What follows belongs to an exercise in optimizing a design on an open flow for small area, a short achievable clock period and few clock cycles per item; a production flow would make more cautious choices.
In this exercise RTL edits were held to simulation tests only and were not proved equivalent to the original.
Power and IR drop assume default switching activity.

**flow/run.sh**
```bash
#!/bin/bash
# synth_recipe.tcl (not shown) runs the flow's synth.tcl, then flattens the netlist and writes it again
# the make line also repeats each setting of config.mk as NAME=value (left out here)
make -C /OpenROAD-flow-scripts/flow DESIGN_CONFIG=/design/flow/config.mk WORK_HOME=/design/flow/orfs CLKGATE_MAP_FILE= SYNTH_SCRIPT=/design/flow/synth_recipe.tcl finish
```
**flow/config.mk**
```make
export PLATFORM = sky130hd
export DESIGN_NAME = fft_top
export DESIGN_NICKNAME = fft_top
export VERILOG_FILES = /design/flow/design.v
export SDC_FILE = /design/flow/constraint.sdc
export NUM_CORES = 4
export LEC_CHECK = 0
export ABC_AREA = 0
export CAP_MARGIN = 20
export CORE_MARGIN = 2
export CORE_UTILIZATION = 40
export CTS_CLUSTER_DIAMETER = 100
export CTS_CLUSTER_SIZE = 24
export SETUP_SLACK_MARGIN = 3.0
export SLEW_MARGIN = 20
```
**flow/constraint.sdc**
```tcl
create_clock -name core_clock -period 6.0 [get_ports {clk}]
set_input_delay 1.2000 -clock core_clock [delete_from_list [all_inputs] [get_ports {clk}]]
set_output_delay 1.2000 -clock core_clock [all_outputs]
set_load 0.01 [all_outputs]
```
**flow/design.v**
```verilog
`timescale 1ns/1ps
module fft_top (
  input  logic                       clk,
  input  logic                       reset_i,
  input  logic                       in_valid_i,
  output logic                       in_ready_o,
  input  logic [2*(4 + 4)-1:0] in_sample_i,
  output logic                       out_valid_o,
  input  logic                       out_ready_i,
  output logic [2*(4 + 4)-1:0] out_bin_o,
  output logic                       out_last_o
);
  logic [3:0][15:0] d_q, s_q, hi_q;
  logic [15:0]      bk1_q, bk3_q, bk5_q, bk7_q;
  logic [8:0]       z_q;
  logic             c7_q;
  logic [15:0]      out_q;
  logic             out_v_q;
  logic [2:0] fc_q;       
  logic       pa_cur_q;   
  logic [2:0] pa_q;       
  logic       bk_rdy_q;   
  logic [2:0] jc_q;       
  logic [2:0] ob_q;       
  logic       ir_q;       
  logic       rdy_q;      
  logic       vin_q;      
  logic [15:0] in_q;
  logic       st0_q, st1_q, w2_q, p2_q, p3_q, p4_q, p5_q, p6_q;
  logic       sa_d_q, sa_s0_q, sa_s1_q, sa_s2_q, sa_b1_q, sa_b3_q;
  logic       sb_d_q, sb_s1_q, sb_s2_q, sb_s3_q, sb_b5_q, sb_b7_q;
  logic       jx_q, j3_q;
  logic       evc_q;      
  logic fire, start, step1, out_acc, ev, jstep;
  logic op;
  assign fire    = in_valid_i && rdy_q;
  assign op      = vin_q && ir_q;
  assign start   = st0_q;
  assign step1   = st1_q;
  assign out_acc = !out_v_q || out_ready_i;
  assign ev      = out_acc && evc_q;
  assign jstep   = ev && !ob_q[2];
  logic [2:0] fc_n, pa_n, jc_n;
  logic       pa_cur_n, bk_rdy_n, ir_n;
  always_comb begin
    fc_n = op ? fc_q + 3'd1 : fc_q;
    if (op && fc_q == 3'd7)
      pa_cur_n = 1'b0;
    else if (start)
      pa_cur_n = 1'b1;
    else
      pa_cur_n = pa_cur_q;
    if (start)
      pa_n = 3'd1;
    else if (step1)
      pa_n = 3'd2;
    else if (pa_q >= 3'd2 && pa_q <= 3'd6)
      pa_n = pa_q + 3'd1;
    else
      pa_n = pa_q;
    if (p3_q)
      bk_rdy_n = 1'b1;
    else if (jstep && ob_q == 3'd3)
      bk_rdy_n = 1'b0;
    else
      bk_rdy_n = bk_rdy_q;
    if (p3_q)
      jc_n = 3'd0;
    else if (jstep)
      jc_n = jc_q + 3'd1;
    else
      jc_n = jc_q;
    case (fc_n)
      3'd0:             ir_n = (pa_n >= 3'd1);
      3'd1, 3'd2, 3'd3: ir_n = (pa_n >= 3'd2);
      3'd4, 3'd5:       ir_n = (pa_n >= 3'd4) && (jc_n >= 3'd1);
      3'd6:             ir_n = (pa_n >= 3'd4) && (jc_n >= 3'd3);
      default:          ir_n = pa_cur_n || (pa_n == 3'd7 && !bk_rdy_n);
    endcase
  end
  logic       w2_e, p2_e, p3_e, s1m_e;
  logic [2:0] ob_e;
  always_comb begin
    if (reset_i) begin
      w2_e = 1'b0;
      p2_e = 1'b0;
      p3_e = 1'b0;
      ob_e = 3'd0;
    end else begin
      w2_e = ((pa_n == 3'd7) && !bk_rdy_n && (fc_n == 3'd7) && !pa_cur_n) ||
             (pa_n == 3'd1);
      p2_e = (pa_n == 3'd2);
      p3_e = (pa_n == 3'd3);
      ob_e = ev ? ob_q + 3'd1 : ob_q;
    end
    s1m_e = w2_e || p2_e || p3_e;
  end
  always_ff @(posedge clk) begin
    sa_d_q  <= w2_e;
    sa_s0_q <= p2_e || (!s1m_e && ob_e[1:0] == 2'd0);
    sa_s1_q <= p3_e;
    sa_s2_q <= !s1m_e && ob_e[1:0] == 2'd2;
    sa_b1_q <= !s1m_e && ob_e[1:0] == 2'd1;
    sa_b3_q <= !s1m_e && ob_e[1:0] == 2'd3;
    sb_d_q  <= w2_e;
    sb_s2_q <= p2_e;
    sb_s3_q <= p3_e || (!s1m_e && ob_e[1:0] == 2'd2);
    sb_s1_q <= !s1m_e && ob_e[1:0] == 2'd0;
    sb_b5_q <= !s1m_e && ob_e[1:0] == 2'd1;
    sb_b7_q <= !s1m_e && ob_e[1:0] == 2'd3;
    jx_q    <= ob_e[1];
    j3_q    <= !s1m_e && ob_e[1:0] == 2'd3;
  end
  always_ff @(posedge clk) begin
    if (reset_i) begin
      fc_q     <= 3'd0;
      pa_cur_q <= 1'b0;
      pa_q     <= 3'd7;
      bk_rdy_q <= 1'b0;
      jc_q     <= 3'd4;
      ob_q     <= 3'd0;
      out_v_q  <= 1'b0;
      evc_q    <= 1'b0;
      ir_q     <= 1'b1;
      rdy_q    <= 1'b1;
      vin_q    <= 1'b0;
      st0_q    <= 1'b0;
      st1_q    <= 1'b0;
      w2_q     <= 1'b0;
      p2_q     <= 1'b0;
      p3_q     <= 1'b0;
      p4_q     <= 1'b0;
      p5_q     <= 1'b0;
      p6_q     <= 1'b0;
    end else begin
      st0_q    <= (pa_n == 3'd7) && !bk_rdy_n && (fc_n == 3'd7) && !pa_cur_n;
      st1_q    <= (pa_n == 3'd1) && !pa_cur_n;
      w2_q     <= ((pa_n == 3'd7) && !bk_rdy_n && (fc_n == 3'd7) && !pa_cur_n) ||
                  (pa_n == 3'd1);
      p2_q     <= (pa_n == 3'd2);
      p3_q     <= (pa_n == 3'd3);
      p4_q     <= (pa_n == 3'd4);
      p5_q     <= (pa_n == 3'd5);
      p6_q     <= (pa_n == 3'd6);
      fc_q     <= fc_n;
      pa_cur_q <= pa_cur_n;
      pa_q     <= pa_n;
      bk_rdy_q <= bk_rdy_n;
      jc_q     <= jc_n;
      ir_q     <= ir_n;
      evc_q    <= (ev ? (ob_q[2] ^ (ob_q[1:0] == 2'd3)) : ob_q[2]) || bk_rdy_n;
      vin_q    <= rdy_q ? in_valid_i : vin_q;
      rdy_q    <= !(rdy_q ? in_valid_i : vin_q) || ir_n;
      if (ev) begin
        ob_q    <= ob_q + 3'd1;
        out_v_q <= 1'b1;
      end else if (out_acc) begin
        out_v_q <= 1'b0;
      end
    end
  end
  assign in_ready_o = rdy_q;
  always_ff @(posedge clk) begin
    if (!vin_q || ir_q)
      in_q <= in_sample_i;
  end
  logic [15:0] x_sum, x_dif;
  assign x_sum = {d_q[0][15:8] + in_q[15:8], d_q[0][7:0] + in_q[7:0]};
  assign x_dif = {d_q[0][15:8] - in_q[15:8], d_q[0][7:0] - in_q[7:0]};
  always_ff @(posedge clk) begin
    if (op) begin
      d_q[0] <= d_q[1];
      d_q[1] <= d_q[2];
      d_q[2] <= d_q[3];
      d_q[3] <= fc_q[2] ? x_dif : in_q;
    end
  end
  logic [1:0]  j;
  logic        s1m;
  logic [15:0] opa, opb2;
  logic [7:0]  bx, by;
  logic        c_p, c_m;
  logic [8:0]  t_p, t_m;
  logic [7:0]  s1_lr, s1_hr, s1_p, s1_m;
  assign j   = ob_q[1:0];
  assign s1m = w2_q || p2_q || p3_q;
  assign opa = ({16{sa_d_q}}  & d_q[1]) | ({16{sa_s0_q}} & s_q[0]) |
               ({16{sa_s1_q}} & s_q[1]) | ({16{sa_s2_q}} & s_q[2]) |
               ({16{sa_b1_q}} & bk1_q)  | ({16{sa_b3_q}} & bk3_q);
  assign opb2 = ({16{sb_d_q}}  & {d_q[3][7:0], d_q[3][15:8]}) |
                ({16{sb_s1_q}} & s_q[1]) | ({16{sb_s2_q}} & s_q[2]) |
                ({16{sb_s3_q}} & s_q[3]) | ({16{sb_b5_q}} & bk5_q) |
                ({16{sb_b7_q}} & bk7_q);
  assign bx = opb2[15:8];
  assign by = opb2[7:0];
  assign c_p   = j3_q && !c7_q;
  assign c_m   = !j3_q || c7_q;
  assign t_p   = {opa[7:0], 1'b1} + {by, c_p};
  assign t_m   = {opa[7:0], 1'b1} + {~by, c_m};
  assign s1_lr = opa[15:8] + bx;
  assign s1_hr = opa[15:8] - bx;
  assign s1_p  = t_p[8:1];
  assign s1_m  = t_m[8:1];
  logic              tw7, tw_nr;
  logic signed [7:0] tw_r, tw_i;
  logic signed [8:0] tw_z;
  logic signed [12:0] tw_m;
  logic [7:0]        tw_f;
  assign tw7   = p4_q || p5_q;
  assign tw_nr = p3_q || p4_q;
  assign tw_r  = tw7 ? bk7_q[15:8] : bk5_q[15:8];
  assign tw_i  = tw7 ? bk7_q[7:0]  : bk5_q[7:0];
  assign tw_z  = tw_nr ? {tw_i[7], tw_i} - {tw_r[7], tw_r} : {tw_i[7], tw_i} + {tw_r[7], tw_r};
  assign tw_m  = {{4{z_q[8]}}, z_q} * 13'd11;
  assign tw_f  = tw_m[11:4];
  always_ff @(posedge clk) begin
    z_q <= tw_z;
    if (p6_q)
      c7_q <= (z_q[3:0] == 4'd0);
  end
  always_ff @(posedge clk) begin
    if (start) begin
      bk1_q <= {s1_lr, s1_m};                       
      bk3_q <= {s1_hr, s1_p};                       
    end
    if (step1) begin
      bk5_q <= {s1_lr, s1_m};                       
      bk7_q <= {s1_hr, s1_p};                       
    end
    if (p3_q) bk5_q[15:8] <= tw_f;          
    if (p4_q) bk5_q[7:0]  <= tw_f;          
    if (p5_q) bk7_q[15:8] <= tw_f;          
    if (p6_q) bk7_q[7:0]  <= tw_f;          
  end
  always_ff @(posedge clk) begin
    if (op && fc_q[2])
      s_q[fc_q[1:0]] <= x_sum;
    if (p2_q) begin
      s_q[0] <= {s1_lr, s1_p};                      
      s_q[2] <= {s1_hr, s1_m};                      
    end
    if (p3_q) begin
      s_q[1] <= {s1_lr, s1_p};                      
      s_q[3] <= {s1_m, s1_hr};                      
    end
  end
  logic [15:0] x_lo, x_hi;
  assign x_lo = {s1_lr, jx_q ? s1_m : s1_p};
  assign x_hi = {s1_hr, jx_q ? s1_p : s1_m};
  always_ff @(posedge clk) begin
    if (ev) begin
      out_q      <= ob_q[2] ? hi_q[0] : x_lo;
      hi_q[0]    <= hi_q[1];
      hi_q[1]    <= hi_q[2];
      hi_q[2]    <= hi_q[3];
      hi_q[3]    <= x_hi;
    end
  end
  assign out_valid_o = out_v_q;
  assign out_bin_o   = out_q;
  assign out_last_o  = (ob_q == 3'd0);
endmodule
```
==> impl_metrics.tcl, run 1 <==
set metrics [dict create \
    synth_ff_type "edfxtp_1" \
    postLayoutCoreUtil_pct 46.6 \
    max_freq_mhz 327 \
    critPathMaxFanout 9 \
    regArea_um2 9510 \
    routed_via_density 5.90 \
    vias 12800 \
    fin_crit_sh_pct 51.0 \
    internal_power_mw 3.70 \
    clockPowerShare_pct 24.0 \
    yosysTopAreaCellShare_pct 49.6 \
    critical_path.max_stage_delay_ns 0.86 \
    dp_hpwl_um 34800 \
    routed_wl_um 51700 \
    cpMostUsedCell "inv_1" \
    synth_async_sr_flop_share_pct 0 \
    period_needed_ns 3.06 \
    fillers 3977 \
    synth_nets 1646 \
    synthTopCellsByArea "edfxtp_1, ha_1, a22oi_1" \
    clk_latency_ns 0.53 \
    synth_top_cells_by_count "edfxtp_1, inv_1, a22oi_1" \
    drv_slew 0 \
    critical_path_class "flip-flop to flip-flop" \
    setup_viol 0 \
    final.setup.tns_ns 0 \
    die_w_um 212 \
    num_rows 76 \
    final_hold_viol_count 0 \
    final_antenna_net_count 0 \
    syn_inst 1520 \
    ys_types 81 \
    grt_pass1_vias 12300 \
    die-height_um 212 \
    yosys_warnings 1 \
    synth-edff-count 287 \
    initial_core_util_pct 40.4 \
    drv_cap 0 \
    path_clk_slew_ns 0.11 \
    cts_root_buf "clkbuf_16" \
    peakVddDrop_mv 0.146 \
    comb_power_share_pct 24.8 \
    multiInputGateArea_um2 7790 \
    arrival_ns 3.45 \
    end_kind "flip-flop" \
    seq_area_frac_synth_pct 54.5 \
    nets 1692 \
    cp_num_buf_inv 4 \
    grt_pass1_wl_um 76100 \
    drive_gt1_share_pct 16.0 \
    tightest_slew_ns 1.10 \
    gp_congestion 0.942 \
    port_buffers 38 \
    cts_buffer_depth 3 \
    required_ns 6.39 \
    postCtsHoldBufs 0 \
    ys_seq_elements 329 \
    syn_area_per_cell_um2 11.4 \
    powerDensity_nw_per_um2 265 \
    finClkSkew_ns 0.0269 \
    first_pass_iters 7 \
    antenna_found_initial 3 \
    cts_sinks 329 \
    critPathLaunchType "flip-flop" \
    leakage_nw 7.17 \
    p_seq_share_pct 51.1 \
    io_pins 39 \
    grt_overflow 0 \
    coreArea_um2 43000 \
    synth_area_um2 17400 \
    swShare_pct 30.2 \
    synth_most_common_cell "edfxtp_1" \
    drt_iter0_drc 1375 \
    gr-usage-all-layers_pct 22.6 \
    die_area_um2 45100 \
    p_sw_mw 1.60 \
    crit_path_top_delay_cell "xnor2_1" \
    post_drt_wl_per_cell_um 23.9 \
    slew_headroom_pct 26.1 \
    crit_chain "buf_8, a22oi_1, nand3_1, inv_1, ha_2, inv_1, fa_2, buf_4, xnor2_1, mux2_2" \
    drc 0 \
    crit_family "XOR/XNOR gates" \
    rsz0062_at_grt "true" \
    synth_area_leader_cell "edfxtp_1" \
    grt_max_degree 71 \
    cts_buffers 17 \
    cts_tree "built" \
    htree_levels 1 \
    syn2layout_area_growth_pct 15.3 \
    status "no timing/DRC/antenna violations" \
    hold_path_class "flip-flop to flip-flop" \
]
## final cells by class
type                    instances  area share (%)
diodes                          1          0.0125
clock buffers                  28            2.33
clock inverters                 1          0.0437
inverters                     124            2.36
multi-input cells             985            38.9
flip-flops and latches        329            47.5
well taps                     585            3.65
repair buffers                109            5.26
## cell families (layout without fill, tap and decap cells)
| group | Yosys count | count (layout) | synth area share (%) |
|---|---|---|---|
| flip-flops | 329 | 329 | 54.5 |
| other | 0 | 1 | 0 |
| XOR/XNOR | 63 | 63 | 3.26 |
| adder cells (fa/ha/maj) | 106 | 106 | 8.24 |
| buffers and inverters | 207 | 262 | 4.65 |
| AO/OA/AOI/OAI | 421 | 421 | 16.5 |
| multiplexers | 47 | 47 | 2.89 |
| AND/OR/NAND/NOR | 347 | 348 | 9.97 |
## stage by stage
step	setup slack, ns	cell area (µm²)	cells	power (mW)	hold WS (ns)
finish	2.94	20000	2162	5.31	0.416
floorplan	2.65	17400	1520	3.45	0.400
detailed placement	2.08	18300	2080	3.85	0.405
CTS	2.92	19600	2145	5.22	0.421
global placement	2.10	18300	2080	3.83	0.401
global route	2.85	20000	2161	5.50	0.432
## state kept, by name, summed over array words and instances, names as in the netlist, 9 cells and up
signal,count
d_q,64
hi_q,64
s_q,64
bk1_q,16
bk5_q,16
bk7_q,16
in_q,16
out_q,16
bk3_q,14
z_q,9
## what timing repair did
action	4_1_cts	5_1_grt
hold endpoints to repair	0	0
buffers inserted	34	15
resized for setup	103	58
pin swaps	21	28
cloned	2	1
setup endpoints to repair	179	69
## power groups by stage
stage / clock (mW) / sequential (mW) / combinational [mW]
floorplan: 0 / 2.75 / 0.708
CTS: 1.31 / 2.71 / 1.20
global route: 1.38 / 2.72 / 1.40
global placement: 0 / 2.77 / 1.06
detailed placement: 0 / 2.77 / 1.08
finish: 1.27 / 2.71 / 1.32
## layout by cell type, fill, tap and decap left out, types with 7 or more instances in the layout
cell type / count
a31oi_1: 7
nand2b_1: 22
fa_1: 12
xor2_1: 18
nor2_1: 95
nand3_1: 47
buf_4: 52
mux2i_1: 20
a21oi_1: 92
xnor2_2: 14
nand2_1: 57
o21ai_1: 9
or3_1: 14
dfxtp_4: 12
clkdlybuf4s50_1: 36
a21o_1: 7
edfxtp_1: 287
buf_6: 10
mux2_2: 23
dfxtp_1: 27
nand3b_1: 8
o31ai_1: 7
nor2b_1: 14
o21a_1: 8
xnor2_1: 27
a22oi_2: 12
clkbuf_1: 11
or2_2: 9
a22oi_1: 102
nor4_1: 7
nand3_2: 8
clkbuf_16: 18
ha_4: 14
a21oi_2: 8
o21ai_0: 65
inv_1: 116
ha_1: 75
a221oi_1: 33
nor3_1: 24
## layer usage
layer | part of all wire [%] | wire length (µm) | vias to the layer above | global-route usage, %
met3 | 8.7 | 4490 | 128 | 4.19
li1 | - | - | 5746 | -
met1 | 40 | 20900 | 6260 | 30.2
met5 | 0.025 | 13 | - | 0
met4 | 5.2 | 2700 | 2 | 11.2
met2 | 46 | 23600 | 622 | 35.3
## worst paths after layout
kind	from	cells after the start	to	slack (ns)
worst max-delay path	sa_s0_q	10	bk7_q[10]	2.94
worst min-delay path	d_q[36]	0	d_q[20]	0.42
worst max register to register	sa_s0_q	10	bk7_q[10]	2.94
worst min register to register	d_q[36]	0	d_q[20]	0.42
Testbench counts, summed over its fixed seeds: cycles 4,200, frames 512.
==> inputs of run 2 (changes only) <==
--- a/flow/config.mk
+++ b/flow/config.mk
@@ -7,4 +7,5 @@
 export LEC_CHECK = 0
 export ABC_AREA = 0
+export ABC_CLOCK_PERIOD_IN_PS = 2500
 export CAP_MARGIN = 20
 export CORE_MARGIN = 2
==> run 2 against run 1 <==
Maximum frequency did not move. Design area did not move. First-iteration DRC count did not move. Utilization stayed put. Critical path depth did not move.
==> impl_metrics.tcl, run 2 <==
set metrics [dict create \
    status "no timing/DRC/antenna violations" \
    grt_pass1_vias 12300 \
    ys_types 81 \
    port_buffers 38 \
    grt_max_degree 71 \
    io_pins 39 \
    critical_path.max_stage_delay_ns 0.86 \
    end_kind "flip-flop" \
    final_cell_mix "edfxtp_1, inv_1, a22oi_1" \
    hold_slack_ns 0.416 \
    routed_via_density 5.90 \
    syn_inst 1520 \
    final_common_cell "edfxtp_1" \
    crit_family "XOR/XNOR gates" \
    syn2layout_area_growth_pct 15.3 \
    cpMostUsedCell "inv_1" \
    cts_buffer_depth 3 \
    nets 1692 \
    postCtsHoldBufs 0 \
    synth_area_leader_cell "edfxtp_1" \
    yosys_warnings 1 \
    place_ws_ns 2.08 \
    max_freq_mhz 327 \
    required_ns 6.39 \
    postLayoutCoreUtil_pct 46.6 \
    fillers 3977 \
    finClkSkew_ns 0.0269 \
    critPathLaunchType "flip-flop" \
    routed_wl_um 51700 \
    first_pass_iters 7 \
    drc 0 \
    synthTopCellsByArea "edfxtp_1, ha_1, a22oi_1" \
    vias 12800 \
    slew_headroom_pct 26.1 \
    arrival_ns 3.45 \
    gp_congestion 0.942 \
    synth_top_cells_by_count "edfxtp_1, inv_1, a22oi_1" \
    cts_tree "built" \
    final_antenna_net_count 0 \
    crit_path_top_delay_cell "xnor2_1" \
    synth_area_um2 17400 \
    htree_levels 1 \
    final_cell_count_no_fill 2162 \
    setup_viol 0 \
    dp_cells 2080 \
    final.setup.tns_ns 0 \
    finalInstanceArea_um2 20000 \
    drt_iter0_drc 1375 \
    period_needed_ns 3.06 \
    synth-edff-count 287 \
    gr-usage-all-layers_pct 22.6 \
    leakage_nw 7.17 \
    dp_hpwl_um 34800 \
    post_dp_cell_area_um2 18300 \
    synth_most_common_cell "edfxtp_1" \
    path_clk_slew_ns 0.11 \
    critPathMaxFanout 9 \
    drv_cap 0 \
    cts_sinks 329 \
    die_w_um 212 \
    final_hold_viol_count 0 \
    grt_pass1_wl_um 76100 \
    num_rows 76 \
    drive_gt1_share_pct 16.0 \
    clk_latency_ns 0.53 \
    synth_async_sr_flop_share_pct 0 \
    synth_ff_type "edfxtp_1" \
    powerDensity_nw_per_um2 265 \
    coreArea_um2 43000 \
    syn_area_per_cell_um2 11.4 \
    cts_buffers 17 \
    critical_path_class "flip-flop to flip-flop" \
    fin_crit_sh_pct 51.0 \
    die_area_um2 45100 \
    drv_slew 0 \
    tightest_slew_ns 1.10 \
    die-height_um 212 \
    hold_path_class "flip-flop to flip-flop" \
    crit_chain "buf_8, a22oi_1, nand3_1, inv_1, ha_2, inv_1, fa_2, buf_4, xnor2_1, mux2_2" \
    power_mw 5.31 \
    top_regs "d_q x64, hi_q x64, s_q x64" \
    cp_num_buf_inv 4 \
    peakVddDrop_mv 0.146 \
    initial_core_util_pct 40.4 \
    seq_area_frac_synth_pct 54.5 \
    fin_ws_ns 2.94 \
    antenna_found_initial 3 \
    cts_root_buf "clkbuf_16" \
    synth_nets 1646 \
    rsz0062_at_grt "true" \
    post_drt_wl_per_cell_um 23.9 \
    yosysTopAreaCellShare_pct 49.6 \
    grt_overflow 0 \
    ys_seq_elements 329 \
]
-- run 2: cells by family after synthesis --
logic type,Yosys count,share of synthesized area [%]
buffers and inverters,207,4.65
AND/OR/NAND/NOR,347,9.97
adder cells (fa/ha/maj),106,8.24
AO/OA/AOI/OAI,421,16.5
multiplexers,47,2.89
flip-flops,329,54.5
XOR/XNOR,63,3.26
-- run 2: cell type report --
class / count / area (µm²) / share of cell area [%]
diodes: 1 / 2.50 / 0.0125
clock buffers: 28 / 467 / 2.33
clock inverters: 1 / 8.76 / 0.0437
inverters: 124 / 473 / 2.36
multi-input cells: 985 / 7790 / 38.9
flip-flops and latches: 329 / 9510 / 47.5
well taps: 585 / 732 / 3.65
repair buffers: 109 / 1050 / 5.26
-- run 2: worst paths after layout --
| check | endpoint | cells past startpoint | startpoint | slack (ns) |
|---|---|---|---|---|
| setup reg to reg | bk7_q[10] | 10 | sa_s0_q | 2.94 |
| hold / removal | d_q[20] | 0 | d_q[36] | 0.42 |
| hold reg to reg | d_q[20] | 0 | d_q[36] | 0.42 |
| setup / recovery | bk7_q[10] | 10 | sa_s0_q | 2.94 |
-- run 2: worst reg2reg max path: cells and delay by family (launching register included) --
family | cells | cell delay [ns]
AO/OA/AOI/OAI | 1 | 0.18
XOR/XNOR | 1 | 0.86
adder cells (fa/ha/maj) | 2 | 0.56
buffers and inverters | 4 | 0.47
flip-flops | 1 | 0.41
multiplexers | 1 | 0.32
AND/OR/NAND/NOR | 1 | 0.14
-- run 2: where the power goes --
part | total, mW | switching [mW] | internal [mW]
Clock | 1.27 | 0.733 | 0.542
Combinational | 1.32 | 0.821 | 0.497
Sequential | 2.71 | 0.0517 | 2.66
Total | 5.31 | 1.60 | 3.70
-- run 2: routing by layer --
layer  vias to the layer above  part of all wire, %  global-route usage [%]
li1                       5746                    -                       -
met1                      6260                   40                    30.2
met2                       622                   46                    35.3
met3                       128                  8.7                    4.19
met4                         2                  5.2                    11.2
met5                         -                0.025                       0
-- run 2: what timing repair did --
action                     in CTS  in global routing
setup buffers                  34                 15
pin swaps                      21                 28
gates resized for setup       103                 58
setup endpoints to repair     179                 69
hold endpoints to repair        0                  0
cloned                          2                  1
==> inputs of run 3 (changes only) <==
--- a/flow/config.mk
+++ b/flow/config.mk
@@ -6,6 +6,5 @@
 export NUM_CORES = 4
 export LEC_CHECK = 0
-export ABC_AREA = 0
-export ABC_CLOCK_PERIOD_IN_PS = 2500
+export ABC_AREA = 1
 export CAP_MARGIN = 20
 export CORE_MARGIN = 2
@@ -13,4 +12,4 @@
 export CTS_CLUSTER_DIAMETER = 100
 export CTS_CLUSTER_SIZE = 24
-export SETUP_SLACK_MARGIN = 3.0
+export SETUP_SLACK_MARGIN = 2.9
 export SLEW_MARGIN = 20
==> run 3 against run 2 <==
Flip-flop and latch count unchanged. Critical path type unchanged. Clock-buffer cell count decreased by 1. Highest routed layer is now met4. Global-route usage decreased by 0.38 points. Critical path depth increased by 4. Design area decreased by 1.7%. Combinational power increased by about 20%. Clock power increased by 6%. Area after synthesis increased by 2.3%. Via count increased by 9.3%.
==> impl_metrics.tcl, run 3 <==
set metrics [dict create \
    status "no timing/DRC/antenna violations" \
    htree_levels 1 \
    required_ns 6.28 \
    drv_cap 0 \
    leakage_nw 8.03 \
    yosys_warnings 1 \
    period_needed_ns 3.06 \
    max_freq_mhz 327 \
    powerDensity_nw_per_um2 279 \
    port_buffers 38 \
    ys_types 47 \
    seq_area_frac_synth_pct 53.2 \
    gr-usage-all-layers_pct 22.2 \
    final_cell_count_no_fill 2547 \
    cts_sinks 329 \
    cts_buffer_depth 3 \
    synth_area_um2 17800 \
    io_pins 39 \
    top_layer "met4" \
    drc 0 \
    syn2layout_area_growth_pct 10.9 \
    grt_pass1_wl_um 79200 \
    antenna_found_initial 1 \
    final_hold_viol_count 0 \
    routed_via_density 5.48 \
    finClkSkew_ns 0.0301 \
    critical_path_class "flip-flop to flip-flop" \
    critPathMaxFanout 32 \
    final_cell_mix "nand2_1, edfxtp_1, inv_1" \
    worst_hold_startpoint "d_q[33]" \
    cts_root_buf "clkbuf_16" \
    dr_wl_met2_um 23800 \
    clk_latency_ns 0.54 \
    die-height_um 215 \
    end_kind "flip-flop" \
    gp_congestion 0.921 \
    arrival_ns 3.34 \
    timing.rr.start "sa_d_q" \
    met3_length_um 4420 \
    final_antenna_net_count 0 \
    initial_core_util_pct 40.4 \
    synth_ff_type "edfxtp_1" \
    hold_path_class "flip-flop to flip-flop" \
    postCtsHoldBufs 0 \
    crit_path_start "sa_d_q" \
    hold_path_depth 0 \
    path_clk_slew_ns 0.11 \
    grt_pass1_vias 13200 \
    peakVddDrop_mv 0.247 \
    synth_area_leader_cell "edfxtp_1" \
    grt_max_degree 65 \
    routed_wl_um 53000 \
    nets 2070 \
    slew_headroom_pct 30.0 \
    synth_top_cells_by_count "nand2_1, edfxtp_1, inv_1" \
    reg2regPathDepth 14 \
    ys_seq_elements 329 \
    cts_buffers 17 \
    first_pass_iters 5 \
    syn_area_per_cell_um2 9.20 \
    dp_cells 2502 \
    drive_gt1_share_pct 8.44 \
    fillers 4295 \
    synth-edff-count 287 \
    post_drt_wl_per_cell_um 20.8 \
    critPathLaunchType "flip-flop" \
    coreArea_um2 44000 \
    final.setup.tns_ns 0 \
    die_w_um 215 \
    syn_inst 1932 \
    num_rows 77 \
    dp_hpwl_um 37700 \
    cts_tree "built" \
    final_common_cell "nand2_1" \
    synthTopCellsByArea "edfxtp_1, nand2_1, ha_1" \
    top_regs "d_q x64, hi_q x64, s_q x64" \
    drt_iter0_drc 1488 \
    die_area_um2 46100 \
    drt-met1-wl_um 23400 \
    setup_viol 0 \
    yosysTopAreaCellShare_pct 48.5 \
    vias 13900 \
    tightest_slew_ns 1.04 \
    synth_most_common_cell "nand2_1" \
    synth_async_sr_flop_share_pct 0 \
    synth_nets 2058 \
    drv_slew 0 \
    rsz0062_at_grt "false" \
    grt_overflow 0 \
    fin_crit_sh_pct 51.0 \
]
run 3: cell count changes after synthesis, sizes merged, moves of 29 or more:
cell	delta
o21ai	+60
a21oi	+35
nand3	+77
nand2	+414
a221oi	-31
nand4	+29
xnor2	-31
inv	+121
a22oi	-95
run 3: timing repair:
item / CTS / global route
pin swaps: 2 / 8
buffers inserted: 0 / 13
endpoints found under the setup margin: 126 / 86
gates resized for setup: 35 / 49
gates cloned: 1 / 1
run 3: final timing paths:
| path | end | slack [ns] |
|---|---|---|
| min reg2reg | d_q[17] | 0.41 |
| max | out_q[4] | 2.94 |
| min | d_q[17] | 0.41 |
| max reg2reg | out_q[4] | 2.94 |
run 3: kinds of logic after synthesis:
| logic type | count (synthesis) | synth area share [%] |
|---|---|---|
| AOI/OAI and AO/OA | 345 | 10.8 |
| xor gates and xnor gates | 46 | 2.27 |
| adders and majority gates | 106 | 8.06 |
| buffers and inverters | 322 | 6.99 |
| DFF | 329 | 53.2 |
| muxes | 7 | 0.437 |
| and+or+nand+nor | 777 | 18.2 |
run 3: area by class of cell:
class / instances / area (µm²) / area share [%]
sequential: 329 / 9480 / 48.1
multi-input combinational: 1282 / 7350 / 37.3
inverter: 248 / 963 / 4.89
tap: 592 / 741 / 3.76
timing repair buffer: 66 / 666 / 3.38
clock buffer: 27 / 463 / 2.35
clock inverter: 2 / 35.0 / 0.178
antenna: 1 / 2.50 / 0.0127
run 3: metrics by stage:
stage | util, % | setup WS [ns] | total power, mW | hold WS [ns] | area, µm²
after floorplan | - | 2.44 | 3.66 | 0.400 | 17800
after global placement | 42.5 | 2.26 | 4.08 | 0.401 | 18700
after detailed placement | 42.5 | 2.29 | 4.12 | 0.405 | 18700
after CTS | 44.0 | 2.70 | 5.45 | 0.417 | 19400
after global routing | 44.7 | 2.84 | 5.76 | 0.419 | 19700
final | 44.8 | 2.94 | 5.50 | 0.408 | 19700
run 3: metal layers:
metal	global-route usage (%)	up-vias
met4	6.02	0
li1	-	6562
met5	0	-
met3	3.58	88
met1	32.0	6710
met2	34.7	586
run 3: critical path, cell delays in order, from the launching register on:
cell	delay, ns
dfxtp_1	0.32
buf_6	0.18
nand2_1	0.17
o21ai_0	0.18
nor3_1	0.25
inv_1	0.09
ha_2	0.42
nand2_1	0.12
o21ai_2	0.29
a21oi_1	0.16
xor2_2	0.19
inv_2	0.18
nand2_1	0.07
nand3_1	0.13
nand2_1	0.06
run 3: power breakdown:
| part | switching, mW | total [mW] | internal (mW) |
|---|---|---|---|
| registers | 0.0508 | 2.58 | 2.53 |
| clock network | 0.758 | 1.34 | 0.584 |
| logic | 1.09 | 1.58 | 0.491 |
==> inputs of run 4 (changes only) <==
--- a/flow/config.mk
+++ b/flow/config.mk
@@ -12,4 +12,4 @@
 export CTS_CLUSTER_DIAMETER = 100
 export CTS_CLUSTER_SIZE = 24
-export SETUP_SLACK_MARGIN = 2.9
+export SETUP_SLACK_MARGIN = 3.2
 export SLEW_MARGIN = 20
==> run 4 against run 3 <==
Worst hold slack improved by 0.014 ns. Cell count increased by 2.0%. Clock-buffer cell count increased by 1. Synthesized cell count unchanged. Critical endpoint is now s_q[7]. Largest cell class unchanged. Highest routed layer unchanged.
==> impl_metrics.tcl, run 4 <==
set metrics [dict create \
    syn_area_per_cell_um2 9.20 \
    setup_viol 0 \
    postCtsHoldBufs 0 \
    fin_crit_sh_pct 46.2 \
    gr-usage-all-layers_pct 22.6 \
    drv_slew 0 \
    num_rows 77 \
    slew_headroom_pct 48.0 \
    ys_types 47 \
    clk_latency_ns 0.53 \
    yosysTopAreaCellShare_pct 48.5 \
    final_cell_mix "nand2_1, edfxtp_1, inv_1" \
    htree_levels 1 \
    antenna_found_initial 0 \
    grt_pass1_wl_um 80200 \
    first_pass_iters 6 \
    coreArea_um2 44000 \
    drc 0 \
    top_layer "met4" \
    rsz0062_at_grt "true" \
    die_area_um2 46100 \
    die-height_um 215 \
    seq_area_frac_synth_pct 53.2 \
    powerDensity_nw_per_um2 276 \
    antennaDiodeCount 0 \
    yosys_warnings 1 \
    final_common_cell "nand2_1" \
    nets 2121 \
    syn_inst 1932 \
    arrival_ns 3.06 \
    drt_iter0_drc 1432 \
    grt_pass1_vias 13500 \
    critical_path.max_stage_delay_ns 0.39 \
    critPathLaunchType "flip-flop" \
    drt-met1-wl_um 22800 \
    critPathMaxFanout 8 \
    synth_area_um2 17800 \
    io_pins 39 \
    vias 14200 \
    routed_via_density 5.48 \
    required_ns 6.29 \
    peakVddDrop_mv 0.303 \
    synth_area_leader_cell "edfxtp_1" \
    max_freq_mhz 361 \
    cts_tree "built" \
    finClkSkew_ns 0.0227 \
    ys_seq_elements 329 \
    routed_wl_um 54000 \
    dp_hpwl_um 37800 \
    synth_nets 2058 \
    tightest_slew_ns 0.778 \
    synthTopCellsByArea "edfxtp_1, nand2_1, ha_1" \
    critical_path_class "flip-flop to flip-flop" \
    leakage_nw 8.44 \
    cts_buffer_depth 3 \
    synth_async_sr_flop_share_pct 0 \
    post_drt_wl_per_cell_um 20.8 \
    synth_most_common_cell "nand2_1" \
    crit_path_top_delay_cell "dfxtp_4" \
    path_clk_slew_ns 0.10 \
    drive_gt1_share_pct 16.8 \
    end_kind "flip-flop" \
    cp_num_buf_inv 3 \
    met3_length_um 4750 \
    crit_family "simple AND/OR/NAND/NOR gates" \
    grt_overflow 0 \
    synth_ff_type "edfxtp_1" \
    final_cell_count_no_fill 2597 \
    power_mw 5.75 \
    post_dp_cell_area_um2 18700 \
    period_needed_ns 2.77 \
    syn2layout_area_growth_pct 17.1 \
    initial_core_util_pct 40.4 \
    synth_top_cells_by_count "nand2_1, edfxtp_1, inv_1" \
    dp_cells 2506 \
    grt_max_degree 52 \
    gp_congestion 0.915 \
    hold_path_class "flip-flop to flip-flop" \
    dr_wl_met2_um 24300 \
    cts_buffers 17 \
    status "no timing/DRC/antenna violations" \
    final.setup.tns_ns 0 \
    final_hold_viol_count 0 \
    cts_sinks 329 \
    final_antenna_net_count 0 \
    synth-edff-count 287 \
    die_w_um 215 \
    drv_cap 0 \
    crit_chain "buf_12, nand2_1, o21ai_0, nor3_2, inv_1, ha_4, inv_2, o21ai_1, nand3_1, nand3_1, nand3b_1, nand2_2, o21a_1" \
    port_buffers 38 \
    cpMostUsedCell "nand3_1" \
    finalInstanceArea_um2 20800 \
    top_regs "d_q x64, hi_q x64, s_q x64" \
    cts_root_buf "clkbuf_16" \
]
[run 4: cell counts after synthesis]
Identical to the previous run, type by type.
[run 4: worst paths after layout]
path | startpoint | endpoint | slack, ns | depth (start not counted)
max | sa_d_q | s_q[7] | 3.23 | 13
min | d_q[41] | d_q[25] | 0.42 | 0
max reg2reg | sa_d_q | s_q[7] | 3.23 | 13
min reg2reg | d_q[41] | d_q[25] | 0.42 | 0
[run 4: worst register-to-register path, delay by kind of cell (launching register included)]
family / cells / cell delay (ns)
flip-flops: 1 / 0.39
buffers and inverters: 3 / 0.37
AND/OR/NAND/NOR: 6 / 0.99
adder cells (fa/ha/maj): 1 / 0.33
AO/OA/AOI/OAI: 3 / 0.49
[run 4: logic make-up after synthesis]
group,after synthesis,share of synthesized area [%]
AO/OA/AOI/OAI,345,10.8
AND/OR/NAND/NOR,777,18.2
XOR/XNOR,46,2.27
flip-flops,329,53.2
buffers and inverters,322,6.99
adder cells (fa/ha/maj),106,8.06
multiplexers,7,0.437
[run 4: power by group]
group          total (mW)  internal, mW  switching [mW]
sequential           2.59          2.53          0.0535
clock                1.29         0.544           0.748
combinational        1.87         0.648            1.22
[run 4: stage by stage]
| stage | util (%) | worst slack [ns] | hold slack, ns |
|---|---|---|---|
| 2_1_floorplan | - | 2.44 | 0.400 |
| 3_3_place_gp | 42.6 | 2.37 | 0.400 |
| 3_5_place_dp | 42.6 | 2.28 | 0.405 |
| 4_1_cts | 45.2 | 3.02 | 0.419 |
| 5_1_grt | 47.3 | 3.11 | 0.433 |
| 6_report | 47.3 | 3.23 | 0.421 |
[run 4: timing repair]
action	CTS	global route
endpoints found under the setup margin	204	103
gates resized for setup	120	144
cloned	4	3
hold endpoints to repair	0	0
pin swaps	11	39
setup buffers	18	37
[run 4: cell type report]
cell class,count,area (µm²)
clock buffer,28,467
clock inverter,1,8.76
fill,4160,23200
inverter,248,978
multi-input combinational,1283,7980
sequential,329,9500
tap,592,741
timing repair buffer,115,1130
timing repair inverter,1,6.26
[run 4: routing by layer]
metal	global-route usage [%]	vias to the layer above
met5	0	-
met4	8.03	0
met3	3.07	127
met2	35.8	651
met1	31.8	6802
li1	-	6662
==> inputs of run 5 (changes only) <==
--- a/flow/config.mk
+++ b/flow/config.mk
@@ -12,4 +12,4 @@
 export CTS_CLUSTER_DIAMETER = 100
 export CTS_CLUSTER_SIZE = 24
-export SETUP_SLACK_MARGIN = 3.2
+export SETUP_SLACK_MARGIN = 3.1
 export SLEW_MARGIN = 20
==> run 5 against run 4 <==
Routed wire length shrank 1.4%. Clock skew grew 0.0038 ns. First-iteration DRC count grew 11%.
==> impl_metrics.tcl, run 5 <==
set metrics [dict create \
    cts_sinks 329 \
    first_pass_iters 5 \
    timing.rr.start "sa_d_q" \
    final_cell_mix "nand2_1, edfxtp_1, inv_1" \
    reg2regPathDepth 16 \
    comb_power_share_pct 30.6 \
    fillers 4221 \
    dp_hpwl_um 37800 \
    ys_seq_elements 329 \
    muxShareOfSynthArea_pct 0.437 \
    vias 14100 \
    yosysTopAreaCellShare_pct 48.5 \
    coreArea_um2 44000 \
    worst_hold_startpoint "d_q[41]" \
    critical_path_class "flip-flop to output port" \
    die_area_um2 46100 \
    rrSetupSlack_ns 3.19 \
    clk_latency_ns 0.53 \
    p_seq_share_pct 46.3 \
    max_freq_mhz 356 \
    drt_iter0_drc 1588 \
    cts_root_buf "clkbuf_16" \
    synth_top_family_by_area "simple AND/OR/NAND/NOR gates" \
    critPathLaunchType "flip-flop" \
    internal_power_mw 3.63 \
    grt_max_degree 52 \
    postCtsHoldBufs 0 \
    synth-edff-count 287 \
    yosys.area_share.simple_pct 18.2 \
    die-height_um 215 \
    top_regs "d_q x64, hi_q x64, s_q x64" \
    status "no timing/DRC/antenna violations" \
    routed_wl_um 53200 \
    regArea_um2 9500 \
    drc 0 \
    drive_gt1_share_pct 12.9 \
    initial_core_util_pct 40.4 \
    synth_most_common_cell "nand2_1" \
    grt_overflow 0 \
    leakage_nw 8.24 \
    ys_types 47 \
    holdPathEnd "d_q[25]" \
    port_buffers 38 \
    postLayoutCoreUtil_pct 46.1 \
    rsz0062_at_grt "true" \
    cts_tree "built" \
    synth_fa_ha_area_share_pct 8.06 \
    swShare_pct 34.9 \
    antenna_found_initial 0 \
    gp_congestion 0.915 \
    multiInputGateArea_um2 7640 \
    end_kind "output port" \
    arrival_ns 1.61 \
    tightest_slew_ns 0.828 \
    num_rows 77 \
    synth_area_leader_cell "edfxtp_1" \
    synth_async_sr_flop_share_pct 0 \
    synth_nets 2058 \
    final_antenna_net_count 0 \
    io_pins 39 \
    crit_chain "inv_6, ha_4, inv_1, nor2_1, dlygate4sd2_1" \
    peakVddDrop_mv 0.292 \
    synth_area_um2 17800 \
    final_hold_viol_count 0 \
    hold_path_class "flip-flop to flip-flop" \
    synthTopCellsByArea "edfxtp_1, nand2_1, ha_1" \
    final.setup.tns_ns 0 \
    yosys.area_share.xor_xnor_pct 2.27 \
    die_w_um 215 \
    drv_cap 0 \
    htree_levels 1 \
    routed_via_density 5.48 \
    drv_slew 0 \
    critPathMaxFanout 9 \
    critical_path.max_stage_delay_ns 0.38 \
    cts_buffer_depth 3 \
    p_sw_mw 1.95 \
    yosys_warnings 1 \
    grt_pass1_vias 13300 \
    syn_area_per_cell_um2 9.20 \
    antennaDiodeCount 0 \
    slew_headroom_pct 44.6 \
    hold_path_depth 0 \
    setup_viol 0 \
    crit_path_top_delay_cell "dfxtp_4" \
    syn_inst 1932 \
    finClkSkew_ns 0.0265 \
    gr-usage-all-layers_pct 22.2 \
    required_ns 4.80 \
    nets 2099 \
    synth_top_cells_by_count "nand2_1, edfxtp_1, inv_1" \
    post_drt_wl_per_cell_um 20.7 \
    final_common_cell "nand2_1" \
    synth_ff_type "edfxtp_1" \
    clockPowerShare_pct 23.1 \
    grt_pass1_wl_um 78900 \
    powerDensity_nw_per_um2 275 \
    seq_area_frac_synth_pct 53.2 \
    synth-compound-area-share_pct 10.8 \
    fin_crit_sh_pct 46.9 \
    syn2layout_area_growth_pct 14.3 \
    path_clk_slew_ns 0.10 \
    cts_buffers 17 \
    period_needed_ns 2.81 \
    timing.rr.end "s_q[47]" \
]
==> run 5: routing by layer <==
metal  share of wire [%]  global-route usage [%]  up-vias  routed length (µm)
li1                    -                       -     6624                   -
met1                  43                    31.3     6723               22800
met2                  45                    34.9      635               23700
met3                 8.8                    3.21      121                4700
met4                 3.8                    7.64        0                2030
met5                   0                       0        -                   0
==> run 5: cells by family after synthesis <==
family                     count (synthesis)
AOI/OAI and AO/OA                        345
xor gates and xnor gates                  46
adders and majority gates                106
buffers and inverters                    322
DFF                                      329
muxes                                      7
and+or+nand+nor                          777
==> run 5: worst max-delay path by stage <==
stage | startpoint | to | cells after the start
2_1_floorplan | fc_q[2] | s_q[0] | 4
5_1_grt | z_q[7] | bk5_q[15] | 12
3_5_place_dp | sa_s1_q | hi_q[54] | 15
6_report | ob_q[1] | out_last_o | 5
3_3_place_gp | sa_s1_q | hi_q[54] | 15
4_1_cts | ob_q[1] | out_last_o | 5
==> run 5: final cells by class <==
type	count	area share, %
Clock buffer	28	2.30
Timing Repair inverter	1	0.0431
Sequential cell	329	46.8
Clock inverter	1	0.0431
Tap cell	592	3.65
Inverter	248	4.79
Multi-Input combinational cell	1282	37.6
Timing Repair Buffer	94	4.77
==> run 5: power by group through the flow <==
| stage | Clock [mW] | Combinational [mW] | Sequential (mW) |
|---|---|---|---|
| floorplan | 0 | 1.05 | 2.62 |
| global placement | 0 | 1.47 | 2.63 |
| detailed placement | 0 | 1.50 | 2.64 |
| CTS | 1.32 | 1.57 | 2.58 |
| global route | 1.38 | 1.89 | 2.59 |
| finish | 1.29 | 1.71 | 2.58 |
==> run 5: repair_timing <==
action / 4_1_cts / 5_1_grt
cloned: 1 / 4
gates resized for setup: 75 / 105
pin swaps: 3 / 31
setup buffers: 7 / 28
setup endpoints to repair: 195 / 113
==> run 5: worst max-delay path: cells and delay by family, from the launching register on <==
kind / cells / cell delay (ns)
buffers and inverters: 3 / 0.44
flip-flops: 1 / 0.38
adder cells (fa/ha/maj): 1 / 0.18
AND/OR/NAND/NOR: 1 / 0.10
==> run 5: stage by stage <==
step | worst slack (ns) | hold slack [ns] | total power, mW | cells | instance area (µm²)
after floorplan | 2.44 | 0.400 | 3.66 | 1932 | 17800
after global placement | 2.37 | 0.400 | 4.11 | 2506 | 18700
after detailed placement | 2.28 | 0.405 | 4.13 | 2506 | 18700
after CTS | 3.02 | 0.419 | 5.48 | 2543 | 19600
after global routing | 3.02 | 0.432 | 5.87 | 2575 | 20300
final | 3.19 | 0.420 | 5.59 | 2575 | 20300
==> inputs of run 6 (changes only) <==
--- a/flow/config.mk
+++ b/flow/config.mk
@@ -11,5 +11,5 @@
 export CORE_UTILIZATION = 40
 export CTS_CLUSTER_DIAMETER = 100
-export CTS_CLUSTER_SIZE = 24
+export CTS_CLUSTER_SIZE = 20
 export SETUP_SLACK_MARGIN = 3.1
 export SLEW_MARGIN = 20
==> run 6 against run 5 <==
Maximum frequency decreased by 1.6%. Design area increased by 0.25%. Still clean on timing, DRC and antenna. Area after synthesis unchanged. Cell count increased by 0.12%. Highest routed layer unchanged. Routed wire length increased by 0.24%. Flip-flop and latch count unchanged. Setup slack got worse by 0.046 ns.
==> impl_metrics.tcl, run 6 <==
set metrics [dict create \
    status "no timing/DRC/antenna violations" \
    drive_gt1_share_pct 12.8 \
    vias 14100 \
    syn_inst 1932 \
    yosys_warnings 1 \
    grt_pass1_wl_um 79400 \
    clk_latency_ns 0.54 \
    gp_congestion 0.915 \
    post_drt_wl_per_cell_um 20.7 \
    htree_levels 1 \
    synth_most_common_cell "nand2_1" \
    die-height_um 215 \
    setup_viol 0 \
    max_freq_mhz 350 \
    synth-edff-count 287 \
    synth_ff_type "edfxtp_1" \
    rsz0062_at_grt "true" \
    synth_top_cells_by_count "nand2_1, edfxtp_1, inv_1" \
    path_clk_slew_ns 0.09 \
    required_ns 6.40 \
    initial_core_util_pct 40.4 \
    peakVddDrop_mv 0.293 \
    yosysTopAreaCellShare_pct 48.5 \
    final.setup.tns_ns 0 \
    drv_slew 0 \
    synth_area_leader_cell "edfxtp_1" \
    final_cell_mix "nand2_1, edfxtp_1, inv_1" \
    synth_async_sr_flop_share_pct 0 \
    grt_overflow 0 \
    cts_buffers 20 \
    final_antenna_net_count 0 \
    port_buffers 38 \
    drv_cap 0 \
    final_common_cell "nand2_1" \
    routed_wl_um 53400 \
    critical_path.max_stage_delay_ns 0.86 \
    end_kind "flip-flop" \
    synth_area_um2 17800 \
    antennaDiodeCount 0 \
    critPathLaunchType "flip-flop" \
    cts_buffer_depth 3 \
    ys_seq_elements 329 \
    timing.rr.end "s_q[50]" \
    cts_tree "built" \
    gr-usage-all-layers_pct 22.3 \
    ys_types 47 \
    antenna_found_initial 0 \
    routed_via_density 5.46 \
    arrival_ns 3.26 \
    syn2layout_area_growth_pct 14.6 \
    syn_area_per_cell_um2 9.20 \
    finClkSkew_ns 0.0218 \
    fillers 4223 \
    synthTopCellsByArea "edfxtp_1, nand2_1, ha_1" \
    cts_sinks 329 \
    die_area_um2 46100 \
    seq_area_frac_synth_pct 53.2 \
    slew_headroom_pct 28.0 \
    powerDensity_nw_per_um2 281 \
    worst_hold_startpoint "hi_q[25]" \
    tightest_slew_ns 1.07 \
    synth_nets 2058 \
    drt_iter0_drc 1411 \
    coreArea_um2 44000 \
    hold_slack_ns 0.420 \
    crit_family "XOR/XNOR gates" \
    grt_pass1_vias 13400 \
    critical_path_class "flip-flop to flip-flop" \
    reg2regPathDepth 9 \
    cts_root_buf "clkbuf_16" \
    leakage_nw 8.28 \
    nets 2101 \
    die_w_um 215 \
    holdPathEnd "hi_q[9]" \
    crit_path_top_delay_cell "xnor2_1" \
    first_pass_iters 6 \
    drc 0 \
    period_needed_ns 2.86 \
    crit_chain "buf_12, clkinvlp_4, o211ai_1, nor3_2, buf_4, fa_2, xnor2_1, nor2_1, a21oi_1" \
    hold_path_class "flip-flop to flip-flop" \
    critPathMaxFanout 25 \
    num_rows 77 \
    final_hold_viol_count 0 \
    cp_num_buf_inv 3 \
    fin_crit_sh_pct 47.6 \
    top_regs "d_q x64, hi_q x64, s_q x64" \
    rrSetupSlack_ns 3.14 \
    timing.rr.start "sb_s2_q" \
    io_pins 39 \
    grt_max_degree 52 \
    hold_path_depth 0 \
    dp_hpwl_um 37800 \
]
run 6: cell counts after synthesis:
No cell type changed its count.
run 6: final cells by class:
class | count | area (µm²) | share of cell area [%]
timing repair buffer | 93 | 953 | 4.68
inverter | 248 | 972 | 4.78
sequential | 329 | 9490 | 46.6
multi-input combinational | 1282 | 7610 | 37.4
clock buffer | 30 | 559 | 2.75
clock inverter | 3 | 17.5 | 0.0861
timing repair inverter | 1 | 8.76 | 0.0430
tap | 592 | 741 | 3.64
run 6: worst register-to-register path, cell delays in order, from the launching register on:
cell	delay (ns)
dfxtp_2	0.40
buf_12	0.20
clkinvlp_4	0.18
o211ai_1	0.24
nor3_2	0.07
buf_4	0.15
fa_2	0.36
xnor2_1	0.86
nor2_1	0.10
a21oi_1	0.15
run 6: stage by stage:
step                power, mW  utilization, %  setup WS, ns  instances  area, µm²
floorplan                3.66               -          2.44       1932      17800
global placement         4.11            42.6          2.37       2506      18700
detailed placement       4.13            42.6          2.28       2506      18700
CTS                      5.60            44.6          3.01       2548      19700
global route             6.01            46.2          2.99       2578      20400
finish                   5.73            46.2          3.14       2578      20400
run 6: cell families (layout without fill, tap and decap cells):
logic type,after synthesis,in the layout,share of synthesized area [%]
xor+xnor,46,46,2.27
simple gates,777,778,18.2
flops,329,329,53.2
mux,7,7,0.437
fa+ha+maj,106,106,8.06
compound gates,345,345,10.8
buf+inv,322,375,6.99
run 6: worst max-delay path by stage:
stage / from / end / slack, ns / cells after the start
floorplan: fc_q[2] / s_q[0] / 2.44 / 4
global placement: sa_s1_q / hi_q[54] / 2.37 / 15
detailed placement: sa_s1_q / hi_q[54] / 2.28 / 15
CTS: ob_q[1] / out_last_o / 3.01 / 5
global route: sa_d_q / out_q[5] / 2.99 / 17
finish: sb_s2_q / s_q[50] / 3.14 / 9
run 6: layer usage:
layer	GRT usage, %	vias up	wire, µm
li1	-	6632	-
met1	31.7	6728	23100
met2	35.3	606	23900
met3	2.90	105	4240
met4	7.11	0	2160
met5	0	-	0
run 6: timing repair:
action / in CTS / in global routing
pin swaps: 5 / 24
setup buffers: 8 / 26
cloned: 1 / 4
setup endpoints to repair: 195 / 116
hold buffers: 0 / 0
resized for setup: 72 / 102
run 6: where the power goes:
| group | internal (mW) | leakage (nW) | switching, mW |
|---|---|---|---|
| Sequential | 2.53 | 2.98 | 0.0533 |
| Clock | 0.651 | 0.279 | 0.771 |
| Combinational | 0.549 | 5.01 | 1.17 |
==> inputs of run 7 (changes only) <==
--- a/flow/config.mk
+++ b/flow/config.mk
@@ -9,7 +9,8 @@
 export CAP_MARGIN = 20
 export CORE_MARGIN = 2
-export CORE_UTILIZATION = 40
+export CORE_UTILIZATION = 55
 export CTS_CLUSTER_DIAMETER = 100
-export CTS_CLUSTER_SIZE = 20
-export SETUP_SLACK_MARGIN = 3.1
+export CTS_CLUSTER_SIZE = 24
+export PLACE_DENSITY = 0.75
+export SETUP_SLACK_MARGIN = 3.0
 export SLEW_MARGIN = 20
==> run 7 against run 6 <==
Setup slack lost 0.15 ns. Still clean on timing, DRC and antenna. Power down 3.2%. Sequential power about the same. Design area shrank 4.0%. Clock-buffer cell count down 2. First-iteration DRC count is 63% higher. Critical endpoint is now s_q[44]. Via count increased by 2.8%. Cell count down 8.1%. Register-to-register slack got worse by 0.15 ns. Clock skew grew 0.0067 ns. Non-clock buffer count fell by 17. Synthesized cell count stayed put.
==> impl_metrics.tcl, run 7 <==
set metrics [dict create \
    critPathMaxFanout 12 \
    grt_pass1_vias 13500 \
    postCtsHoldBufs 0 \
    drive_gt1_share_pct 9.00 \
    p_sw_mw 1.96 \
    final_cell_mix "nand2_1, edfxtp_1, inv_1" \
    yosysTopAreaCellShare_pct 48.5 \
    top_regs "d_q x64, hi_q x64, s_q x64" \
    drv_slew 0 \
    final_cell_count_no_fill 2369 \
    timing.rr.start "sa_s0_q" \
    dp_hpwl_um 36600 \
    comb_power_share_pct 30.5 \
    initial_core_util_pct 56.0 \
    cpMostUsedCell "inv_1" \
    synth_async_sr_flop_share_pct 0 \
    finClkSkew_ns 0.0285 \
    yosys_warnings 1 \
    rrSetupSlack_ns 3.00 \
    seq_area_frac_synth_pct 53.2 \
    routed_wl_um 51800 \
    end_kind "flip-flop" \
    ys_seq_elements 329 \
    final_hold_viol_count 0 \
    drc 0 \
    synth_nets 2058 \
    synth_area_leader_cell "edfxtp_1" \
    path_clk_slew_ns 0.10 \
    synth_top_cells_by_count "nand2_1, edfxtp_1, inv_1" \
    rsz0062_at_grt "true" \
    timing.rr.end "s_q[44]" \
    setup_viol 0 \
    cts_root_buf "clkbuf_16" \
    synth_ff_type "edfxtp_1" \
    nets 2082 \
    cts_sinks 329 \
    cts_buffer_depth 3 \
    htree_levels 1 \
    drv_cap 0 \
    cts_buffers 17 \
    num_rows 65 \
    post_drt_wl_per_cell_um 21.9 \
    slew_headroom_pct 30.1 \
    routed_via_density 6.11 \
    final_antenna_net_count 0 \
    first_pass_iters 6 \
    dp_cells 2316 \
    synth_most_common_cell "nand2_1" \
    hold_path_depth 0 \
    synth-edff-count 287 \
    io_pins 39 \
    leakage_nw 8.07 \
    ys_types 47 \
    synth_area_um2 17800 \
    fillers 2682 \
    synthTopCellsByArea "edfxtp_1, nand2_1, ha_1" \
    internal_power_mw 3.58 \
    gr-usage-all-layers_pct 30.1 \
    grt_max_degree 81 \
    cts_tree "built" \
    tightest_slew_ns 1.05 \
    critPathLaunchType "flip-flop" \
    swShare_pct 35.4 \
    die_w_um 184 \
    p_seq_share_pct 46.6 \
    crit_path_top_delay_cell "xor2_1" \
    arrival_ns 3.36 \
    syn_area_per_cell_um2 9.20 \
    antenna_found_initial 1 \
    hold_path_class "flip-flop to flip-flop" \
    status "no timing/DRC/antenna violations" \
    syn_inst 1932 \
    die-height_um 184 \
    port_buffers 38 \
    fin_ws_ns 3.00 \
    clk_latency_ns 0.53 \
    grt_pass1_wl_um 76700 \
    clockPowerShare_pct 22.9 \
    place_ws_ns 2.50 \
    critical_path.max_stage_delay_ns 0.60 \
    critical_path_class "flip-flop to flip-flop" \
    reg2regPathDepth 14 \
    crit_chain "buf_4, inv_4, o21ai_1, a21oi_2, nand3_2, inv_1, ha_1, inv_1, fa_2, nand3_1, nand2_1, xor2_1, nor2_1, a21oi_1" \
    powerDensity_nw_per_um2 284 \
    final.setup.tns_ns 0 \
    gp_congestion 0.983 \
    grt_overflow 0 \
    syn2layout_area_growth_pct 9.99 \
    holdPathEnd "d_q[30]" \
    vias 14500 \
    die_area_um2 33800 \
    max_freq_mhz 333 \
    peakVddDrop_mv 0.380 \
    required_ns 6.36 \
    crit_family "XOR/XNOR gates" \
    drt_iter0_drc 2300 \
    worst_hold_startpoint "d_q[46]" \
    coreArea_um2 31700 \
    period_needed_ns 3.00 \
    final_common_cell "nand2_1" \
    fin_crit_sh_pct 50.1 \
    cp_num_buf_inv 4 \
]
==> run 7: cell counts after synthesis <==
No cell type changed its count.
==> run 7: timing repair <==
action / in CTS / in global routing
resized for setup: 42 / 52
setup endpoints to repair: 150 / 114
pin swaps: 2 / 13
setup buffers: 2 / 17
cloned: 1 / 3
==> run 7: power by group through the flow <==
stage / Combinational (mW) / Sequential, mW / Clock [mW]
after global routing: 1.84 / 2.59 / 1.36
after detailed placement: 1.54 / 2.64 / 0
final: 1.69 / 2.58 / 1.27
after CTS: 1.59 / 2.58 / 1.28
after floorplan: 1.05 / 2.62 / 0
after global placement: 1.49 / 2.63 / 0
==> run 7: worst max path at each step <==
stage,start,end,slack [ns],cells after the start
2_1_floorplan,fc_q[2],s_q[0],2.44,4
3_3_place_gp,j3_q,out_q[4],2.53,12
3_5_place_dp,sb_s2_q,s_q[30],2.50,17
4_1_cts,sa_s0_q,s_q[46],2.99,17
5_1_grt,sb_s1_q,s_q[46],2.97,14
6_report,sa_s0_q,s_q[44],3.00,14
==> run 7: cells by family (layout without fill, tap and decap cells) <==
| kind of cell | after synthesis | after routing | share of synthesized area (%) |
|---|---|---|---|
| AOI/OAI and AO/OA | 345 | 345 | 10.8 |
| adders and majority gates | 106 | 106 | 8.06 |
| muxes | 7 | 7 | 0.437 |
| xor gates and xnor gates | 46 | 46 | 2.27 |
| other | 0 | 1 | 0 |
| buffers and inverters | 322 | 354 | 6.99 |
| and+or+nand+nor | 777 | 779 | 18.2 |
| DFF | 329 | 329 | 53.2 |
==> run 7: cell type report <==
class	instances	area, µm²	area share (%)
clock inverter	1	8.76	0.0448
timing repair buffer	76	746	3.82
sequential	329	9480	48.5
timing repair inverter	1	8.76	0.0448
inverter	248	968	4.96
antenna	1	2.50	0.0128
clock buffer	28	467	2.39
multi-input combinational	1283	7350	37.6
tap	402	503	2.57
==> run 7: per-layer routing <==
metal,part of all wire [%],GRT usage (%)
met1,38,41.8
met2,42,44.8
met3,14,7.88
met4,5.4,13.3
met5,0,0
==> run 7: through the flow <==
step / total power, mW / hold slack (ns) / instance area [µm²] / util, %
after floorplan: 3.66 / 0.400 / 17800 / -
after global placement: 4.13 / 0.401 / 18500 / 58.3
after detailed placement: 4.18 / 0.405 / 18500 / 58.3
after CTS: 5.46 / 0.422 / 19200 / 60.4
after global routing: 5.79 / 0.431 / 19500 / 61.6
final: 5.55 / 0.423 / 19500 / 61.6
==> inputs of run 8 (changes only) <==
==> flow/flow/run.sh (new file) <==
#!/bin/bash
# The standard layout, except that the port buffers are buf_4 cells
# instead of the default (a slow delay-buffer cell).
set -euo pipefail
export BUFFER_PORTS_ARGS="-buffer_cell sky130_fd_sc_hd__buf_4"
bash standard.sh > standard.log 2>&1
==> flow/standard.sh (new file) <==
#!/bin/bash
# synth_recipe.tcl (not shown) runs the flow's synth.tcl, then flattens the netlist and writes it again
# the make line also repeats each setting of config.mk as NAME=value (left out here)
make -C /OpenROAD-flow-scripts/flow DESIGN_CONFIG=/design/flow/config.mk WORK_HOME=/design/flow/orfs CLKGATE_MAP_FILE= SYNTH_SCRIPT=/design/flow/synth_recipe.tcl "${@:-finish}"
--- a/flow/config.mk
+++ b/flow/config.mk
@@ -9,8 +9,7 @@
 export CAP_MARGIN = 20
 export CORE_MARGIN = 2
-export CORE_UTILIZATION = 55
+export CORE_UTILIZATION = 40
 export CTS_CLUSTER_DIAMETER = 100
 export CTS_CLUSTER_SIZE = 24
-export PLACE_DENSITY = 0.75
 export SETUP_SLACK_MARGIN = 3.0
 export SLEW_MARGIN = 20
removed: flow/run.sh
==> run 8 against run 7 <==
Non-clock buffer count down 4. Critical endpoint unchanged. Via count is 2.7% lower. Flip-flop and latch count unchanged. Sequential power about the same. Area after synthesis is the same. Combinational power down 5%. Synthesized cell count did not move. Worst hold slack worse by 0.0037 ns. Sequential share of layout area fell by 0.72 points. Clock skew is 0.0034 ns lower. Maximum frequency grew 1.1%.
==> impl_metrics.tcl, run 8 <==
set metrics [dict create \
    ys_seq_elements 329 \
    p_seq_share_pct 46.1 \
    synth_fa_ha_area_share_pct 8.06 \
    dp_hpwl_um 37800 \
    synth_area_leader_cell "edfxtp_1" \
    peakVddDrop_mv 0.254 \
    top_regs "d_q x64, hi_q x64, s_q x64" \
    status "no timing/DRC/antenna violations" \
    routed_wl_um 53500 \
    coreArea_um2 44000 \
    clockPowerShare_pct 25.1 \
    fillers 4279 \
    crit_path_top_delay_cell "xor2_1" \
    final_antenna_net_count 0 \
    critical_path_class "flip-flop to flip-flop" \
    drv_cap 0 \
    leakage_nw 8.16 \
    comb_power_share_pct 28.8 \
    place_ws_ns 2.24 \
    synth_area_um2 17800 \
    io_pins 39 \
    die_area_um2 46100 \
    required_ns 6.40 \
    fin_crit_sh_pct 49.5 \
    yosys.area_share.simple_pct 18.2 \
    swShare_pct 34.3 \
    drt_iter0_drc 1581 \
    fin_ws_ns 3.03 \
    critPathMaxFanout 12 \
    path_clk_slew_ns 0.11 \
    grt_pass1_vias 13300 \
    cts_tree "built" \
    final.setup.tns_ns 0 \
    crit_chain "clkinvlp_4, o21ai_0, a21oi_1, nand3_1, inv_1, ha_1, inv_1, fa_1, nand3_1, nand2_1, xor2_1, nor2_1, a21oi_1" \
    rsz0062_at_grt "true" \
    vias 14100 \
    routed_via_density 5.50 \
    period_needed_ns 2.97 \
    syn_inst 1932 \
    final_hold_viol_count 0 \
    syn2layout_area_growth_pct 11.6 \
    critPathLaunchType "flip-flop" \
    initial_core_util_pct 40.4 \
    first_pass_iters 5 \
    num_rows 77 \
    tightest_slew_ns 0.860 \
    slew_headroom_pct 42.6 \
    seq_area_frac_synth_pct 53.2 \
    hold_path_class "flip-flop to flip-flop" \
    postCtsHoldBufs 0 \
    synth_async_sr_flop_share_pct 0 \
    p_sw_mw 1.92 \
    yosysTopAreaCellShare_pct 48.5 \
    gr-usage-all-layers_pct 22.5 \
    cts_buffer_depth 3 \
    hold_slack_ns 0.419 \
    synth_nets 2058 \
    final_cell_mix "nand2_1, edfxtp_1, inv_1" \
    yosys_warnings 1 \
    synth-compound-area-share_pct 10.8 \
    port_buffers 38 \
    synth_ff_type "edfxtp_1" \
    internal_power_mw 3.68 \
    synth_top_family_by_area "simple AND/OR/NAND/NOR gates" \
    die_w_um 215 \
    postLayoutCoreUtil_pct 45.0 \
    cts_buffers 18 \
    nets 2079 \
    clk_latency_ns 0.54 \
    finClkSkew_ns 0.0252 \
    syn_area_per_cell_um2 9.20 \
    post_drt_wl_per_cell_um 20.9 \
    grt_max_degree 67 \
    critical_path.max_stage_delay_ns 0.58 \
    synthTopCellsByArea "edfxtp_1, nand2_1, ha_1" \
    antenna_found_initial 1 \
    end_kind "flip-flop" \
    muxShareOfSynthArea_pct 0.437 \
    drive_gt1_share_pct 12.1 \
    max_freq_mhz 336 \
    die-height_um 215 \
    synth-edff-count 287 \
    drc 0 \
    grt_overflow 0 \
    grt_pass1_wl_um 79700 \
    cts_sinks 329 \
    cts_root_buf "clkbuf_16" \
    setup_viol 0 \
    powerDensity_nw_per_um2 283 \
    htree_levels 1 \
    arrival_ns 3.38 \
    synth_most_common_cell "nand2_1" \
    synth_top_cells_by_count "nand2_1, edfxtp_1, inv_1" \
    drv_slew 0 \
    final_common_cell "nand2_1" \
    ys_types 47 \
    yosys.area_share.xor_xnor_pct 2.27 \
    gp_congestion 0.896 \
]
run 8: timing repair:
item,4_1_cts,5_1_grt
resized for setup,53,57
cloned,1,2
pin swaps,7,8
setup endpoints to repair,143,97
endpoints found under the hold margin,0,0
buffers inserted,2,15
run 8: power groups by stage:
stage	logic [mW]	registers (mW)	clock network [mW]
2_1_floorplan	1.05	2.62	0
3_3_place_gp	1.46	2.64	0
3_5_place_dp	1.47	2.64	0
4_1_cts	1.51	2.58	1.44
5_1_grt	1.78	2.59	1.51
6_report	1.61	2.58	1.41
run 8: cell families (layout without fill, tap and decap cells):
| kind of cell | after synthesis | in the layout |
|---|---|---|
| AO/OA/AOI/OAI | 345 | 345 |
| AND/OR/NAND/NOR | 777 | 778 |
| XOR/XNOR | 46 | 46 |
| multiplexers | 7 | 7 |
| flip-flops | 329 | 329 |
| other | 0 | 1 |
| buffers and inverters | 322 | 354 |
| adder cells (fa/ha/maj) | 106 | 106 |
run 8: per-layer routing:
| layer | share of wire [%] | vias to the layer above | wire (µm) | track usage [%] |
|---|---|---|---|---|
| li1 | - | 6602 | - | - |
| met2 | 44 | 655 | 23700 | 35.1 |
| met5 | 0 | - | 0 | 0 |
| met3 | 9.8 | 113 | 5260 | 4.63 |
| met1 | 42 | 6707 | 22500 | 31.3 |
| met4 | 3.8 | 0 | 2040 | 7.34 |
run 8: final cells by class:
class / count / area (µm²) / area share [%]
multi-input combinational: 1282 / 7430 / 37.5
clock buffer: 29 / 533 / 2.69
clock inverter: 3 / 33.8 / 0.170
tap: 592 / 741 / 3.74
antenna: 1 / 2.50 / 0.0126
timing repair buffer: 72 / 624 / 3.15
sequential: 329 / 9480 / 47.8
inverter: 248 / 970 / 4.89
timing repair inverter: 2 / 13.8 / 0.0694
run 8: path summary, 6_finish.rpt:
path	slack, ns	start	to	cells after the start
min	0.42	d_q[36]	d_q[20]	0
max reg2reg	3.03	sa_s0_q	s_q[44]	13
min reg2reg	0.42	d_q[36]	d_q[20]	0
max	3.03	sa_s0_q	s_q[44]	13
run 8: worst max-delay path: cells and delay by family (launching register included):
kind,cells,cell delay (ns)
buffers and inverters,3,0.42
and+or+nand+nor,4,0.44
adders and majority gates,2,0.42
xor gates and xnor gates,1,0.58
AOI/OAI and AO/OA,3,0.42
DFF,1,0.53
run 8: metrics by stage:
stage | power, mW | instances | instance area (µm²)
after global placement | 4.09 | 2505 | 18600
after global routing | 5.88 | 2557 | 19800
final | 5.61 | 2558 | 19800
after detailed placement | 4.10 | 2505 | 18600
after CTS | 5.53 | 2540 | 19400
after floorplan | 3.66 | 1932 | 17800

Setup slack of run 8, layout unchanged: 3.027 ns with ideal ports, 3.027 ns with driving cells assumed (clock clkbuf_16, inputs buf_2), 2.918 ns with port delays also shifted by the 0.583 ns mid clock arrival.
